Context: an optimization exercise on an open-source flow, tuned for small area, a short achievable clock period and few clock cycles. The choices shown serve that exercise and are no tape-out recipe.
In this exercise RTL edits were held to simulation tests only and were not proved equivalent to the original.

Design exec_stage_md, start of the top module:
module exec_stage_md (
    input  wire logic        clk,
    input  wire logic        rst_n,
    input  wire logic        in_valid,
    output      logic        in_ready,
    input  wire logic        flush,
    input  wire logic        md_en,
    input  wire logic [2:0]  md_op,
    input  wire logic [4:0]  alu_ctrl,
    input  wire logic        jump,
    input  wire logic        branch,
    input  wire logic        sel_a_pc,
    input  wire logic        sel_b_imm,
    input  wire logic        tgt_rs1,
    input  wire logic [31:0] rd1,
    input  wire logic [31:0] rd2,
    input  wire logic [31:0] pc,
    input  wire logic [31:0] imm,
    input  wire logic [1:0]  fwd_a,
    input  wire logic [1:0]  fwd_b,
    input  wire logic [31:0] result_w,
    input  wire logic [31:0] alu_result_m,
    output      logic        out_valid,
    input  wire logic        out_ready,
    output      logic [31:0] result,
    output      logic [31:0] write_data,
    output      logic [31:0] pc_target,
    output      logic        redirect,
    output      logic        stall_o
);
    logic [31:0] rs1, rs2, alu_out, pc_tgt;
    ex_alu u_alu (
        .alu_ctrl(alu_ctrl), .sel_a_pc(sel_a_pc), .sel_b_imm(sel_b_imm), .tgt_rs1(tgt_rs1),
        .rd1(rd1), .rd2(rd2), .pc(pc), .imm(imm), .fwd_a(fwd_a), .fwd_b(fwd_b),
        .result_w(result_w), .alu_result_m(alu_result_m),
        .rs1(rs1), .rs2(rs2), .alu_out(alu_out), .pc_tgt(pc_tgt)
    );
    typedef enum logic [1:0] {
        S_IDLE = 2'd0,
        S_MUL  = 2'd1,
        S_DIV  = 2'd2,
        S_DONE = 2'd3
    } state_t;
    state_t      state_q, state_d;
    logic [2:0]  op_q;
    logic [3:0]  cnt_q;
    logic [1:0]  jm1_q;
    logic [31:0] B_q, H_q, BL_q;
    logic        bneg_q, neg_q_q, neg_r_q;
    logic [31:0] pct_q;
    logic live, is_idle;
    assign live    = rst_n & ~flush;
    assign is_idle = (state_q == S_IDLE);
    logic [2:0]  mop;
    logic        ma_sgn, mb_sgn;
  ...
Size: about 320 I/O pins, roughly 41000 µm² of cells after synthesis.
==> flow/config.mk <==
export PLATFORM = sky130hd
export DESIGN_NAME = exec_stage_md
export DESIGN_NICKNAME = exec_stage_md
export VERILOG_FILES = /design/flow/design.v
export SDC_FILE = /design/flow/constraint.sdc
export NUM_CORES = 4
export LEC_CHECK = 0
export CAP_MARGIN = 20
export CORE_MARGIN = 2
export CORE_UTILIZATION = 50
export SETUP_SLACK_MARGIN = 2.5
export SLEW_MARGIN = 20
export SYNTH_HIERARCHICAL = 1
==> flow/constraint.sdc <==
create_clock -name core_clock -period 11.5 [get_ports {clk}]
set_input_delay 2.3000 -clock core_clock [delete_from_list [all_inputs] [get_ports {clk}]]
set_output_delay 2.3000 -clock core_clock [all_outputs]
set_load 0.01 [all_outputs]
run.sh (not shown) runs the stock make flow with config.mk's settings and CLKGATE_MAP_FILE= SYNTH_SCRIPT=/design/flow/synth_recipe.tcl, a recipe that flattens the netlist after the stock synthesis.
Testbench counts at the start, summed over its fixed seeds: cycles 7,835.
Next try:
==> flow/flow/run.sh (new file) <==
#!/bin/bash
# Standard layout, except that the port buffers are buf_2 cells rather
# than the delay-buffer cells buffer_ports picks by default.
set -euo pipefail
export BUFFER_PORTS_ARGS="-buffer_cell sky130_fd_sc_hd__buf_2"
bash standard.sh > standard_flow.log 2>&1
==> flow/standard.sh (new file) <==
#!/bin/bash
# synth_recipe.tcl (not shown) runs the flow's synth.tcl, then flattens the netlist and writes it again
# the make line also repeats each setting of config.mk as NAME=value (left out here)
make -C /OpenROAD-flow-scripts/flow DESIGN_CONFIG=/design/flow/config.mk WORK_HOME=/design/flow/orfs CLKGATE_MAP_FILE= SYNTH_SCRIPT=/design/flow/synth_recipe.tcl "${@:-finish}"
--- a/flow/config.mk
+++ b/flow/config.mk
@@ -10,4 +10,3 @@
 export CORE_UTILIZATION = 50
-export SETUP_SLACK_MARGIN = 2.5
+export SETUP_SLACK_MARGIN = 2.0
 export SLEW_MARGIN = 20
-export SYNTH_HIERARCHICAL = 1
removed: flow/run.sh
What happened: Routed wire length is lower by 2.6%. Worst setup slack gets worse by 300 ps. Design area is lower by 12%. Die area is lower by 7.7%. Clock skew barely changes. Clock-buffer cell count stays the same. Via count is lower by 3.4%. Global-route usage is higher by 3.0 points. Hold slack gets better by 45 ps. Final cell count is lower by 5.9%.
Next try:
--- a/flow/config.mk
+++ b/flow/config.mk
@@ -9,4 +9,4 @@
 export CORE_MARGIN = 2
-export CORE_UTILIZATION = 50
-export SETUP_SLACK_MARGIN = 2.0
+export CORE_UTILIZATION = 65
+export SETUP_SLACK_MARGIN = 1.5
 export SLEW_MARGIN = 20
Effect: The new run ran to the end with no violations; design area shrinks by 5.8%; worst setup slack got worse by 620 ps; sequential share of layout area grows by 0.59 points.
Next try:
==> flow/run.sh (new file) <==
#!/bin/bash
# synth_recipe.tcl (not shown) runs the flow's synth.tcl, then flattens the netlist and writes it again
# the make line also repeats each setting of config.mk as NAME=value (left out here)
make -C /OpenROAD-flow-scripts/flow DESIGN_CONFIG=/design/flow/config.mk WORK_HOME=/design/flow/orfs CLKGATE_MAP_FILE= SYNTH_SCRIPT=/design/flow/synth_recipe.tcl finish
--- a/flow/config.mk
+++ b/flow/config.mk
@@ -9,4 +9,4 @@
 export CORE_MARGIN = 2
-export CORE_UTILIZATION = 65
-export SETUP_SLACK_MARGIN = 1.5
+export CORE_UTILIZATION = 50
+export SETUP_SLACK_MARGIN = 2.0
 export SLEW_MARGIN = 20
removed: flow/flow/run.sh
removed: flow/standard.sh
Outcome: The changed run ran to the end with no violations. Global-route usage drops by 10 points. Via count drops by 1.5%. Setup slack gets better by 580 ps. Die area climbs by 29%. Final cell count climbs by 6.5%.


exec_stage_md, a different RTL version from the one above (not shown whole).
For scale: roughly 6200 cells after synthesis, about 150 flip-flops, roughly 320 I/O pins, about 0.039 mm² of cells after synthesis.
export LEC_CHECK = 0
export ABC_AREA = 1
export CAP_MARGIN = 20
export CORE_MARGIN = 2
export CORE_UTILIZATION = 50
export SETUP_SLACK_MARGIN = 2.5
export SLEW_MARGIN = 20
export TNS_END_PERCENT = 0
create_clock -name core_clock -period 11.5 [get_ports {clk}]
standard.sh (not shown) runs the stock make flow with config.mk's settings and CLKGATE_MAP_FILE= SYNTH_SCRIPT=/design/flow/synth_recipe.tcl, a recipe that flattens the netlist after the stock synthesis.
==> flow/flow/run.sh <==
#!/bin/bash
# Standard layout, except that the port buffers are buf_2 cells rather
# than the delay-buffer cells buffer_ports picks by default.
set -euo pipefail
export BUFFER_PORTS_ARGS="-buffer_cell sky130_fd_sc_hd__buf_2"
bash standard.sh > standard_flow.log 2>&1
Testbench counts at the start, summed over its fixed seeds: cycles 7,586.
Then changed:
- ABC_AREA: 1 -> not set
- GPL_TIMING_DRIVEN: not set -> 0
- SETUP_SLACK_MARGIN: 2.5 -> 2.0
=>
- The changed run finished clean
- global-route usage goes up by 4.0 points
- maximum frequency goes down by 7.7%
- critical path depth goes up by 12
Then changed:
- ABC_AREA: not set -> 1
- GPL_TIMING_DRIVEN: 0 -> not set
- PLACE_DENSITY: not set -> 0.75
- SETUP_SLACK_MARGIN: 2.0 -> 2.5
What happened:
- The new run produced a clean layout
- wire length barely changes
- global-route usage is lower by 0.80 points
- first-iteration DRC count is higher slightly
- critical path depth is lower by 14
- setup slack improved by 0.84 ns
- sequential cell count does not change
- area after synthesis is higher slightly
- cell area is lower by a few percent
Then changed:
==> flow/flow/run.sh (replaced) <==
#!/bin/bash
# Standard layout, except that the port buffers are buf_1 cells rather
# than the delay-buffer cells buffer_ports picks by default.
set -euo pipefail
export BUFFER_PORTS_ARGS="-buffer_cell sky130_fd_sc_hd__buf_1"
bash standard.sh > standard_flow.log 2>&1
- PLACE_DENSITY: 0.75 -> not set
=>
- synthesized area is unchanged
- non-clock buffer count does not change
- clock skew rose by 0.0089 ns
- sequential cell count does not change
- wire length fell by 5.6%
- worst setup slack is worse by 0.087 ns
Then changed:
==> flow/flow/run.sh (replaced) <==
#!/bin/bash
# Standard layout, except that the port buffers are buf_2 cells rather
# than the delay-buffer cells buffer_ports picks by default.
set -euo pipefail
export BUFFER_PORTS_ARGS="-buffer_cell sky130_fd_sc_hd__buf_2"
bash standard.sh > standard_flow.log 2>&1
- SETUP_SLACK_MARGIN: 2.5 -> 2.0
Via count went down by 1.1%.
Setup slack degrades by 0.39 ns.
Global-route usage went down by 0.20 points.
Critical path depth fell by 2.
Wire length went down by 1.3%.
Cell count hardly moves.
Synthesized cell count stays the same.
Worst hold slack barely changes.


Starting RTL as in the previous note.
// exec_stage_md
module exec_stage_md (
    input  wire logic        clk,
    input  wire logic        rst_n,
    input  wire logic        in_valid,
    output      logic        in_ready,
    input  wire logic        flush,
    input  wire logic        md_en,
    input  wire logic [2:0]  md_op,
    input  wire logic [4:0]  alu_ctrl,
    input  wire logic        jump,
    input  wire logic        branch,
    input  wire logic        sel_a_pc,
    input  wire logic        sel_b_imm,
    input  wire logic        tgt_rs1,
    input  wire logic [31:0] rd1,
    input  wire logic [31:0] rd2,
    input  wire logic [31:0] pc,
    input  wire logic [31:0] imm,
    input  wire logic [1:0]  fwd_a,
    input  wire logic [1:0]  fwd_b,
    input  wire logic [31:0] result_w,
    input  wire logic [31:0] alu_result_m,
    output      logic        out_valid,
    input  wire logic        out_ready,
    output      logic [31:0] result,
    output      logic [31:0] write_data,
    output      logic [31:0] pc_target,
    output      logic        redirect,
    output      logic        stall_o
);
==> flow/config.mk <==
export PLATFORM = sky130hd
export DESIGN_NAME = exec_stage_md
export DESIGN_NICKNAME = exec_stage_md
export VERILOG_FILES = /design/flow/design.v
export SDC_FILE = /design/flow/constraint.sdc
export NUM_CORES = 4
export LEC_CHECK = 0
export ABC_AREA = 1
export CAP_MARGIN = 20
export CORE_MARGIN = 2
export CORE_UTILIZATION = 56
export SETUP_SLACK_MARGIN = 2.75
export SLEW_MARGIN = 20
export TNS_END_PERCENT = 0
==> flow/constraint.sdc <==
create_clock -name core_clock -period 11.5 [get_ports {clk}]
set_input_delay 2.3000 -clock core_clock [delete_from_list [all_inputs] [get_ports {clk}]]
set_output_delay 2.3000 -clock core_clock [all_outputs]
set_load 0.01 [all_outputs]
==> flow/flow/run.sh <==
#!/bin/bash
# Standard layout, except that the port buffers are buf_1 cells rather
# than the delay-buffer cells buffer_ports picks by default.
set -euo pipefail
export BUFFER_PORTS_ARGS="-buffer_cell sky130_fd_sc_hd__buf_1"
bash standard.sh > standard_flow.log 2>&1
The first run finished clean.
Testbench counts at the start, summed over its fixed seeds: cycles 7,586.
Next try:
==> flow/flow/run.sh (replaced) <==
#!/bin/bash
# Standard layout, except that the port buffers are buf_2 cells rather
# than the delay-buffer cells buffer_ports picks by default.
set -euo pipefail
export BUFFER_PORTS_ARGS="-buffer_cell sky130_fd_sc_hd__buf_2"
bash standard.sh > standard_flow.log 2>&1
--- a/flow/config.mk
+++ b/flow/config.mk
@@ -8 +7,0 @@
-export ABC_AREA = 1
@@ -11,2 +10,2 @@
-export CORE_UTILIZATION = 56
-export SETUP_SLACK_MARGIN = 2.75
+export CORE_UTILIZATION = 50
+export SETUP_SLACK_MARGIN = 2.5
After rerunning: Non-clock buffer count rises by 40. Wire length shrinks by a few percent.
Next try:
==> flow/flow/run.sh (replaced) <==
#!/bin/bash
# Standard layout, except that the port buffers are buf_1 cells rather
# than the delay-buffer cells buffer_ports picks by default.
set -euo pipefail
export BUFFER_PORTS_ARGS="-buffer_cell sky130_fd_sc_hd__buf_1"
bash standard.sh > standard_flow.log 2>&1
--- a/flow/config.mk
+++ b/flow/config.mk
@@ -7,0 +8 @@
+export ABC_AREA = 1
@@ -11 +12 @@
-export SETUP_SLACK_MARGIN = 2.5
+export SETUP_SLACK_MARGIN = 2.75
Utilization is lower by 0.73 points.
Cell count climbs by about 20%.
Sequential cell count does not change.
Via count came out higher by about 10%.
Cell area is about the same.
Wire length went up by 3.7%.
Register-to-register slack improved by 750 ps.
Count of clock-buffer cells in the layout came out higher by 1.
Next try:
==> flow/flow/run.sh (replaced) <==
#!/bin/bash
# Standard layout, except that the port buffers are buf_2 cells rather
# than the delay-buffer cells buffer_ports picks by default.
set -euo pipefail
export BUFFER_PORTS_ARGS="-buffer_cell sky130_fd_sc_hd__buf_2"
bash standard.sh > standard_flow.log 2>&1
--- a/flow/config.mk
+++ b/flow/config.mk
@@ -8 +7,0 @@
-export ABC_AREA = 1
@@ -12 +11 @@
-export SETUP_SLACK_MARGIN = 2.75
+export SETUP_SLACK_MARGIN = 2.0
Outcome:
- global-route usage shrinks by 1.8 points
- final cell count shrinks by 16%
- synthesized cell count shrinks by 19%
- core utilization barely changes
- cell area shrinks by 1.4%

[what the ideal ports hide]
The flow's constraints put no driver on any port. The routed layouts listed below were extracted and timed again, unchanged, in two steps.
Step 1 assumes that a clkbuf_16 drives the clock port and a buf_2 every other input.
Step 2 times the ports against the registers' clock, not the clock port: input delays grow and output delays shrink by t, the midpoint of the rising clock arrivals with the driver on.
Slacks: ideal / step 1 / step 2; pairs: ideal / step 1.
run | shift t [ns] | setup WS [ns] | worst setup path at the end
the first run of note 1 | 0.552 | 2.290 / 2.222 / 1.737 | input to register
the second run of note 1 | 0.539 | 1.988 / 1.965 / 1.573 | input to register
the third run of note 1 | 0.514 | 1.369 / 1.343 / 0.990 | input to register
the fourth run of note 1 | 0.538 | 1.950 / 1.928 / 1.424 | input to register
the first run of note 2 | 0.590 | 2.451 / 2.430 / 2.069 | input to register
the second run of note 2 | 0.583 | 1.694 / 1.743 / 1.159 | input to register
the third run of note 2 | 0.595 | 2.535 / 2.506 / 2.142 | input to register
the fourth run of note 2 | 0.565 | 2.448 / 2.426 / 2.029 | input to register
the fifth run of note 2 | 0.585 | 2.059 / 2.035 / 1.658 | input to register
the first run of note 3 | 0.575 | 2.701 / 2.678 / 2.291 | input to register
the second run of note 3 | 0.570 | 2.069 / 2.049 / 1.779 | input to register
the third run of note 3 | 0.584 | 2.698 / 2.677 / 2.277 | input to register
the fourth run of note 3 | 0.581 | 1.955 / 1.931 / 1.633 | input to register
After both steps every run listed still meets setup and hold. For the first run of note 1, which loses most, drivers alone change the setup slack by -0.068 ns; drivers and shift together by -0.553 ns.
